What follows belongs to an exercise in optimizing a design on an open flow for small area and a short achievable clock period; a production flow would make more cautious choices.
The RTL was checked by simulation tests, not by an equivalence proof against the original design.
Power and IR drop assume default switching activity.

==> flow/run.sh <==
#!/bin/bash
# Own layout flow: the standard ORFS flow (standard.sh, standard synthesis
# unchanged) with a few layout settings changed:
#  - sizing may swap cells across footprints (so port buffers and other
#    cells can be replaced by faster or smaller ones),
#  - ports are buffered with buf_4 instead of the smallest buffer,
#  - CTS without dummy loads.
# The make output goes to flow_make.log in the work folder; ORFS keeps each
# step's own log under orfs/logs/.
set -euo pipefail
bash standard.sh \
  MATCH_CELL_FOOTPRINT=0 \
  "BUFFER_PORTS_ARGS=-buffer_cell sky130_fd_sc_hd__buf_4" \
  "CTS_ARGS=-sink_clustering_enable -repair_clock_nets -dont_use_dummy_load" \
  finish > flow_make.log 2>&1
==> standard.sh <==
#!/bin/bash
# synth_recipe.tcl (not shown) runs the flow's synth.tcl, then flattens the netlist and writes it again
# the make line also repeats each setting of config.mk as NAME=value (left out here)
make -C /OpenROAD-flow-scripts/flow DESIGN_CONFIG=/design/flow/config.mk WORK_HOME=/design/flow/orfs CLKGATE_MAP_FILE= SYNTH_SCRIPT=/design/flow/synth_recipe.tcl "${@:-finish}"
==> config.mk <==
export PLATFORM = sky130hd
export DESIGN_NAME = fetch_unit
export DESIGN_NICKNAME = fetch_unit
export VERILOG_FILES = /design/flow/design.v
export SDC_FILE = /design/flow/constraint.sdc
export NUM_CORES = 4
export LEC_CHECK = 0
export CAP_MARGIN = 20
export CORE_MARGIN = 2
export CORE_UTILIZATION = 55
export SETUP_SLACK_MARGIN = 1.6
export SLEW_MARGIN = 20
export SYNTH_HIERARCHICAL = 1
export SYNTH_MINIMUM_KEEP_SIZE = 0
==> constraint.sdc <==
create_clock -name core_clock -period 4.1 [get_ports {clk}]
set_input_delay 0.8200 -clock core_clock [delete_from_list [all_inputs] [get_ports {clk}]]
set_output_delay 0.8200 -clock core_clock [all_outputs]
set_load 0.01 [all_outputs]
==> design.v <==
package cpu_pkg;
  localparam int unsigned OPCODE_W = 4;
  localparam int unsigned IMM_W    = 4;
  localparam int unsigned INSTR_W  = OPCODE_W + IMM_W;
  localparam logic [OPCODE_W-1:0] HALT_OPCODE_DEFAULT = 4'hF;
  typedef enum logic [1:0] {
    ST_IDLE,
    ST_RUN,
    ST_DRAIN,
    ST_HALT
  } fetch_state_t;
endpackage
import cpu_pkg::*;
module instr_mem (
  input  logic                        clk,
  input  logic [255:0]                wsel,
  input  logic [255:0]                wsel_n,
  input  logic [cpu_pkg::INSTR_W-1:0] wcol,
  input  logic [15:0]                 rhi,
  input  logic [15:0]                 rlo_a,
  input  logic [15:0]                 rlo_b,
  output logic [cpu_pkg::INSTR_W-1:0] rdata_n
);
  localparam int unsigned W = cpu_pkg::INSTR_W;
  logic [256*W-1:0] cells_q;
  logic [256*W-1:0] cells_d;
  logic [255:0]     rsel_n;
  for (genvar r = 0; r < 256; r++) begin : g_row
    fu_nand2 u_rsel (
      .a (rhi[r/16]),
      .b ((r < 128) ? rlo_a[r%16] : rlo_b[r%16]),
      .y (rsel_n[r])
    );
    for (genvar b = 0; b < W; b++) begin : g_bit
      fu_o22ai u_wr (
        .a1 (cells_q[r*W+b]), .a2 (wsel[r]),
        .b1 (wsel_n[r]),      .b2 (wcol[b]),
        .y  (cells_d[r*W+b])
      );
    end
  end
  always_ff @(posedge clk) begin
    cells_q <= cells_d;
  end
  for (genvar b = 0; b < W; b++) begin : g_rd
    logic [31:0] l2;      
    logic [7:0]  l3_n;    
    logic [1:0]  l4;      
    for (genvar k = 0; k < 32; k++) begin : g_and8
      fu_and8 u_l2 (
        .sn (rsel_n[k*8 +: 8]),
        .d  ({cells_q[(k*8+7)*W+b], cells_q[(k*8+6)*W+b], cells_q[(k*8+5)*W+b],
              cells_q[(k*8+4)*W+b], cells_q[(k*8+3)*W+b], cells_q[(k*8+2)*W+b],
              cells_q[(k*8+1)*W+b], cells_q[(k*8+0)*W+b]}),
        .y  (l2[k])
      );
    end
    for (genvar k = 0; k < 8; k++) begin : g_l3
      fu_nand4 u_l3 (.a (l2[4*k]), .b (l2[4*k+1]), .c (l2[4*k+2]), .d (l2[4*k+3]), .y (l3_n[k]));
    end
    for (genvar k = 0; k < 2; k++) begin : g_l4
      fu_nor4 u_l4 (.a (l3_n[4*k]), .b (l3_n[4*k+1]), .c (l3_n[4*k+2]), .d (l3_n[4*k+3]), .y (l4[k]));
    end
    fu_nand2 u_l5 (.a (l4[0]), .b (l4[1]), .y (rdata_n[b]));
  end
endmodule
module fu_o22ai (input logic a1, a2, b1, b2, output logic y);
  assign y = ~((a1 | a2) & (b1 | b2));
endmodule
module fu_and8 (input logic [7:0] sn, input logic [7:0] d, output logic y);
  assign y = &(sn | d);
endmodule
module fu_nand4 (input logic a, b, c, d, output logic y);
  assign y = ~(a & b & c & d);
endmodule
module fu_nor4 (input logic a, b, c, d, output logic y);
  assign y = ~(a | b | c | d);
endmodule
module fu_nand2 (input logic a, b, output logic y);
  assign y = ~(a & b);
endmodule
module fu_mux2 (input logic a0, a1, s, output logic y);
  assign y = s ? a1 : a0;
endmodule
import cpu_pkg::*;
module fetch_unit #(
  parameter int unsigned                   MEM_DEPTH   = 256,
  parameter logic [cpu_pkg::OPCODE_W-1:0]  HALT_OPCODE = cpu_pkg::HALT_OPCODE_DEFAULT
) (
  input  logic         clk,
  input  logic         rst_n,
  input  logic         start,
  input  logic         prog_we,
  input  logic [7:0]   prog_addr,
  input  logic [7:0]   prog_data,
  output logic [7:0]   instr_out,
  output logic         instr_valid,
  input  logic         instr_ready,
  input  logic         jump_en,
  input  logic [7:0]   jump_target,
  output logic [7:0]   pc_out,
  output logic         halted
);
  logic               active_q, active_d;
  logic               halt_q, halt_d;
  logic [7:0]         pc_q, pc_d;
  logic [15:0]        pc_hi_q, pc_hi_d;
  logic [15:0]        pc_lo_a_q, pc_lo_b_q, pc_lo_d;
  logic [INSTR_W-1:0] instr_q, instr_d;
  logic               valid_q, valid_d;
  logic               phase_q;
  logic [INSTR_W-1:0] mem_raw_n;
  logic               drain, loadable, we, restart, to_halt;
  logic               fetch, jump;
  logic [15:0]        whi, wlo;
  logic [255:0]       wsel, wsel_n;
  assign drain    = active_q && valid_q && (instr_q[INSTR_W-1 -: OPCODE_W] == HALT_OPCODE);
  assign loadable = !active_q;
  assign we       = prog_we && loadable;
  assign restart  = start && loadable;
  assign jump     = jump_en && active_q;
  assign fetch    = active_q && !drain && !jump_en && (!valid_q || instr_ready);
  assign to_halt  = drain && !jump_en && instr_ready;
  always_comb begin
    for (int i = 0; i < 16; i++) begin
      whi[i] = we && (prog_addr[7:4] == i[3:0]);
      wlo[i] = (prog_addr[3:0] == i[3:0]);
    end
    for (int r = 0; r < 256; r++) begin
      wsel[r]   = whi[r/16] && wlo[r%16];
      wsel_n[r] = !(whi[r/16] && wlo[r%16]);
    end
  end
  always_ff @(posedge clk) begin
    phase_q <= !phase_q;
  end
  instr_mem u_mem (
    .clk     (clk),
    .wsel    (wsel),
    .wsel_n  (wsel_n),
    .wcol    (prog_data ^ {INSTR_W{phase_q}}),
    .rhi     (pc_hi_q),
    .rlo_a   (pc_lo_a_q),
    .rlo_b   (pc_lo_b_q),
    .rdata_n (mem_raw_n)
  );
  always_ff @(posedge clk or negedge rst_n) begin
    if (!rst_n) begin
      active_q  <= 1'b0;
      halt_q    <= 1'b0;
      pc_q      <= '0;
      instr_q   <= '0;
      valid_q   <= 1'b0;
    end else begin
      active_q  <= active_d;
      halt_q    <= halt_d;
      pc_q      <= pc_d;
      instr_q   <= instr_d;
      valid_q   <= valid_d;
    end
  end
  always_ff @(posedge clk) begin
    pc_hi_q   <= pc_hi_d;
    pc_lo_a_q <= pc_lo_d;
    pc_lo_b_q <= pc_lo_d;
  end
  assign active_d = restart || (active_q && !to_halt);
  assign halt_d   = (halt_q && !start) || to_halt;
  always_comb begin
    valid_d = valid_q;
    if (restart || jump) valid_d = 1'b0;
    else if (fetch) valid_d = 1'b1;
    else if (to_halt) valid_d = 1'b0;
  end
  always_comb begin
    pc_d    = pc_q;
    pc_hi_d = pc_hi_q;
    pc_lo_d = pc_lo_a_q;
    if (restart) begin
      pc_d    = '0;
      pc_hi_d = 16'h0001;
      pc_lo_d = 16'h0001;
    end else if (jump) begin
      pc_d = jump_target;
      for (int i = 0; i < 16; i++) begin
        pc_hi_d[i] = (jump_target[7:4] == i[3:0]);
        pc_lo_d[i] = (jump_target[3:0] == i[3:0]);
      end
    end else if (fetch) begin
      pc_d    = pc_q + 8'd1;
      pc_lo_d = {pc_lo_a_q[14:0], pc_lo_a_q[15]};
      if (pc_lo_a_q[15]) pc_hi_d = {pc_hi_q[14:0], pc_hi_q[15]};
    end
  end
  for (genvar b = 0; b < INSTR_W; b++) begin : g_instr
    fu_mux2 u_mux (
      .a0 (fetch ? !phase_q : instr_q[b]),
      .a1 (fetch ? phase_q  : instr_q[b]),
      .s  (mem_raw_n[b]),
      .y  (instr_d[b])
    );
  end
  assign instr_out   = instr_q;
  assign instr_valid = valid_q;
  assign pc_out      = pc_q;
  assign halted      = halt_q;
endmodule
==> summary.md <==
| Metric | Value |
|---|---|
| PwrDens | 540.3 mW/mm2 |
| Syn Nets | 6736 |
| EDFF count, synth | 0 |
| Final Critical Period | 2.942 ns |
| Final #Nets | 7207 |
| Remaining Overflow, GRT | 0 |
| Crit path max fanout | 8 |
| Die extent in y | 363.0 um |
| Setup crit end kind | flip-flop |
| Root buffer cell | clkbuf_16 |
| Yosys Warn Count | 8 |
| FP Rows | 131 |
| Clock tree buffer depth | 3 |
| TritonRoute pass-1 iters | 8 |
| Routed wire length | 286400 um |
| Die X | 363.0 um |
| Cell variety after synth | 65 |
| Fillers | 10.05k |
| IO Count | 48 |
| Pleak | 31.35 nW |
| Relative slew slack | 32.99% |
| Seq/Total Area, Yosys | 59.44% |
| Die Area | 0.1318 mm2 |
| CTS tree | yes |
| Core Area | 0.1277 mm2 |
| Maximum vdd ir drop | 0.4810 mV |
| Placer Congestion | 0.9952 |
| Initial Utilization | 55.52% |
| Post-route ant nets | 0 |
| Critical path type | flip-flop to flip-flop |
| Sequential Area | 0.04224 mm2 |
| Total power | 45.57 mW |
| RSZ-0062 raised after global routing | true |
| Placed Cells | 8489 |
| Remaining DRCs | 0 |
| Clock Latency Late Sink | 0.83 ns |
| Total track usage | 41.66% |
| Vias in the first global route | 60.10k |
| Post-DR wirelength/cell | 32.40 um |
| CP arrival | 3.63 ns |
| Initial antenna violation count | 9 |
| Vias per cell | 7.477 |
| Layout Cells excl Fill | 8840 |
| Mapped Cells | 6705 |
| Final Max Slew Viols | 0 |
| Final hold vios | 0 |
| # H-tree levels | 4 |
| Final Setup Violations | 0 |
| Share of cells above drive strength 1 | 18.80% |
| Status | finished clean |
| Largest net degree at the start of global routing | 123 |
| Ys async rst share | 0.9048% |
| First-pass GRT wire length | 411200 um |
| Max_cap viols | 0 |
| Worst-Margin Slew | 1.005 ns |
| Layout area overhead | 18.97% |
| Data required, critical path | 4.79 ns |
| Fin Hold WS | 0.2584 ns |
| DRT iter0 DRCs | 9194 |
| Reg clk slew, reported paths | 0.06 ns |
| Num CTS Buffers | 202 |
| CTS sink cnt | 2100 |
| Startpoint Class | flip-flop |
| Cell Area, Synth | 0.07089 mm2 |
| Final HPWL DP | 177300 um |
| Max Freq | 339.9 MHz |
| DR vias | 66.10k |
| Flops & latches, synth | 2100 |
| Hold Crit Class | input pin to flip-flop |
| Mean post-synth cell area | 10.57 um2 |
| IO Port Bufs | 47 |
| Tcrit/Tclk final | 71.76% |
| Main synth FF type | dfxtp_1 |
| Multi-input combinational cell area | 0.03094 mm2 |
| Setup TNS | 0 ns |
| Final Skew | 0.03394 ns |
## through the flow
| stage | utilization, % | area [um2] | worst slack, ns |
|---|---|---|---|
| global route | 66.05 | 84330 | 1.152 |
| finish | 66.06 | 84340 | 1.158 |
| global placement | 58.55 | 74750 | 0.5515 |
| detailed placement | 58.56 | 74770 | 0.5854 |
| floorplan | - | 71040 | -0.1933 |
| CTS | 64.53 | 82400 | 1.279 |
## layout make-up
type | instances | share of cell area, %
antenna | 4 | 0.01187
clock buffer | 202 | 5.993
inverter | 7 | 0.03115
multi-input combinational | 4502 | 36.69
sequential | 2100 | 50.08
tap | 1662 | 2.466
timing repair buffer | 363 | 4.728
## layer usage
metal / track usage [%] / wire (um) / vias to the layer above
met5: 0 / 110 / -
met4: 23.20 / 17700 / 14
met3: 11.01 / 33310 / 877
met2: 59.51 / 119600 / 4288
met1: 57.17 / 115700 / 32380
li1: - / - / 28540
## cells in the final DEF (no fill, tap or decap), types with 7 or more instances in the layout
master	n
nand2_8	22
nor4_4	72
dfxtp_4	26
nand2b_1	9
clkbuf_16	207
nand3_1	22
nor2_2	119
dfxtp_1	2048
nor3_4	9
nor2_4	24
o22ai_2	37
dfrtp_1	19
nand2_1	355
mux2i_1	15
nand4_1	69
buf_6	21
o22ai_4	8
nand2_4	73
a22oi_1	20
xor2_4	8
nor2_1	153
nand2_2	144
o22ai_1	3028
dfxtp_2	7
o21ai_0	14
nor2b_1	11
buf_12	85
buf_4	247
mux2_4	8
nor4_2	201
a21oi_1	10
## synth_stat cells (2+ instances only)
cell type,instances,area share [%]
nand2_4,8,0.13
and2_1,2,0.018
nand2_2,12,0.11
o2111ai_1,2,0.025
nor2_2,6,0.053
inv_1,6,0.032
nand2_1,574,3.0
nand3_1,27,0.19
and2_4,2,0.025
dfxtp_1,2081,59
mux2_4,8,0.17
nand4_1,69,0.61
o211ai_1,2,0.021
o21ai_1,2,0.014
and3_1,4,0.035
xor2_1,8,0.099
buf_4,14,0.15
a21oi_1,10,0.071
buf_1,3,0.016
nor2_4,9,0.14
a32oi_1,6,0.074
a22oi_1,20,0.21
clkbuf_1,31,0.16
nor3_1,6,0.042
mux2i_1,17,0.24
buf_6,14,0.22
nor3_4,4,0.092
dfrtp_1,19,0.67
nand3_4,2,0.049
nor3_2,6,0.085
o2bb2ai_1,6,0.074
nand2b_1,10,0.088
nor2_1,281,1.5
buf_2,34,0.24
nor2b_1,11,0.097
o22ai_1,3073,27
nor4_2,272,4.8
and2b_1,3,0.032
o21ai_0,14,0.099
nor4_1,2,0.018
## Yosys stat by module, one instance, submodules excluded, excerpt
module	times used	area, um2
fu_and8	256	37.54
fu_nand2	264	3.754
fu_nand4	64	6.256
fu_nor4	16	12.51
fu_o22ai	2048	6.256
instr_mem	1	41000
## critical path: stages (launching register included)
cell and delay, ns:
dfxtp_4 0.39, buf_6 0.13, buf_12 0.16, buf_6 0.18
nand2_2 0.16, o22ai_1 0.16, nor4_2 0.39, nand4_1 0.29
nor4_4 0.40, buf_4 0.18, nand2_1 0.06, mux2_4 0.31
## final timing paths
kind                                        startpoint                          end  slack [ns]  depth (start not counted)
max in group asynchronous                        rst_n          pc_q[5]$_DFFE_PN0P_        3.33                          2
setup reg to reg             pc_lo_b_q[2]$_SDFFE_PP0P_         instr_q[0]$_DFF_PN0_        1.16                         11
hold / removal                                   start             halt_q$_DFF_PN0_        0.26                          2
min in group asynchronous                        rst_n         instr_q[1]$_DFF_PN0_        0.48                          2
hold reg to reg            u_mem.cells_q[1518]$_DFF_P_  u_mem.cells_q[1518]$_DFF_P_        0.44                          1
setup / recovery             pc_lo_b_q[2]$_SDFFE_PP0P_         instr_q[0]$_DFF_PN0_        1.16                         11
## registers in the layout, indices dropped and copies added, names as in the netlist
signal / flops
instr_q: 8
phase_q: 1
pc_hi_q: 16
halt_q: 1
pc_q: 8
pc_lo_b_q: 16
u_mem.cells_q: 2048
active_q: 1
valid_q: 1
## cell families (layout without fill, tap and decap cells)
logic type      count (synthesis)  after routing  synth area share [%]
compound gates               3147           3147                 27.88
flops                        2100           2100                 59.44
simple gates                 1321           1321                 11.33
buf+inv                       103            572                0.8277
mux                            25             25                0.4095
xor+xnor                        8              8               0.09884
fa+ha+maj                       1              1               0.01765
other cells                     0              4                     0
## power by group
part	internal (mW)	total [mW]	switching (mW)	leakage (nW)
clock network	8.58	15.9	7.33	2.49
logic	2.94	7.85	4.91	9.58
registers	21.1	21.8	0.756	19.3
total	32.6	45.6	13.0	31.4
## repair_timing
action | 4_1_cts | 5_1_grt
resized for setup | 380 | 297
pin swaps | 104 | 102
hold endpoints to repair | 19 | 0
setup endpoints to repair | 392 | 704
hold buffers | 1 | 0
setup buffers | 79 | 62
cloned | 3 | 0

==> static timing again, ports no longer ideal <==
How much do the figures lean on ideal ports? The routed layout below was timed once more, with nothing changed but the port constraints. Step 1 sets driving cells, clkbuf_16 on the clock port and buf_2 on the other inputs (assumed; they add their load-dependent delay and slew). Step 2 times the ports against the registers' clock, not the clock port: input delays grow and output delays shrink by t, the midpoint of the rising clock arrivals with the driver on. Slacks: ideal / step 1 / step 2; pairs: ideal / step 1.
shift t [ns]: 0.898
setup WS [ns]: 1.158 / 1.158 / 0.809
worst slew at a driven data input, ns: 0.11
After both steps this run still meets setup and hold. The setup slack of this run moves by 0.000 ns with the drivers and by -0.349 ns with both steps.
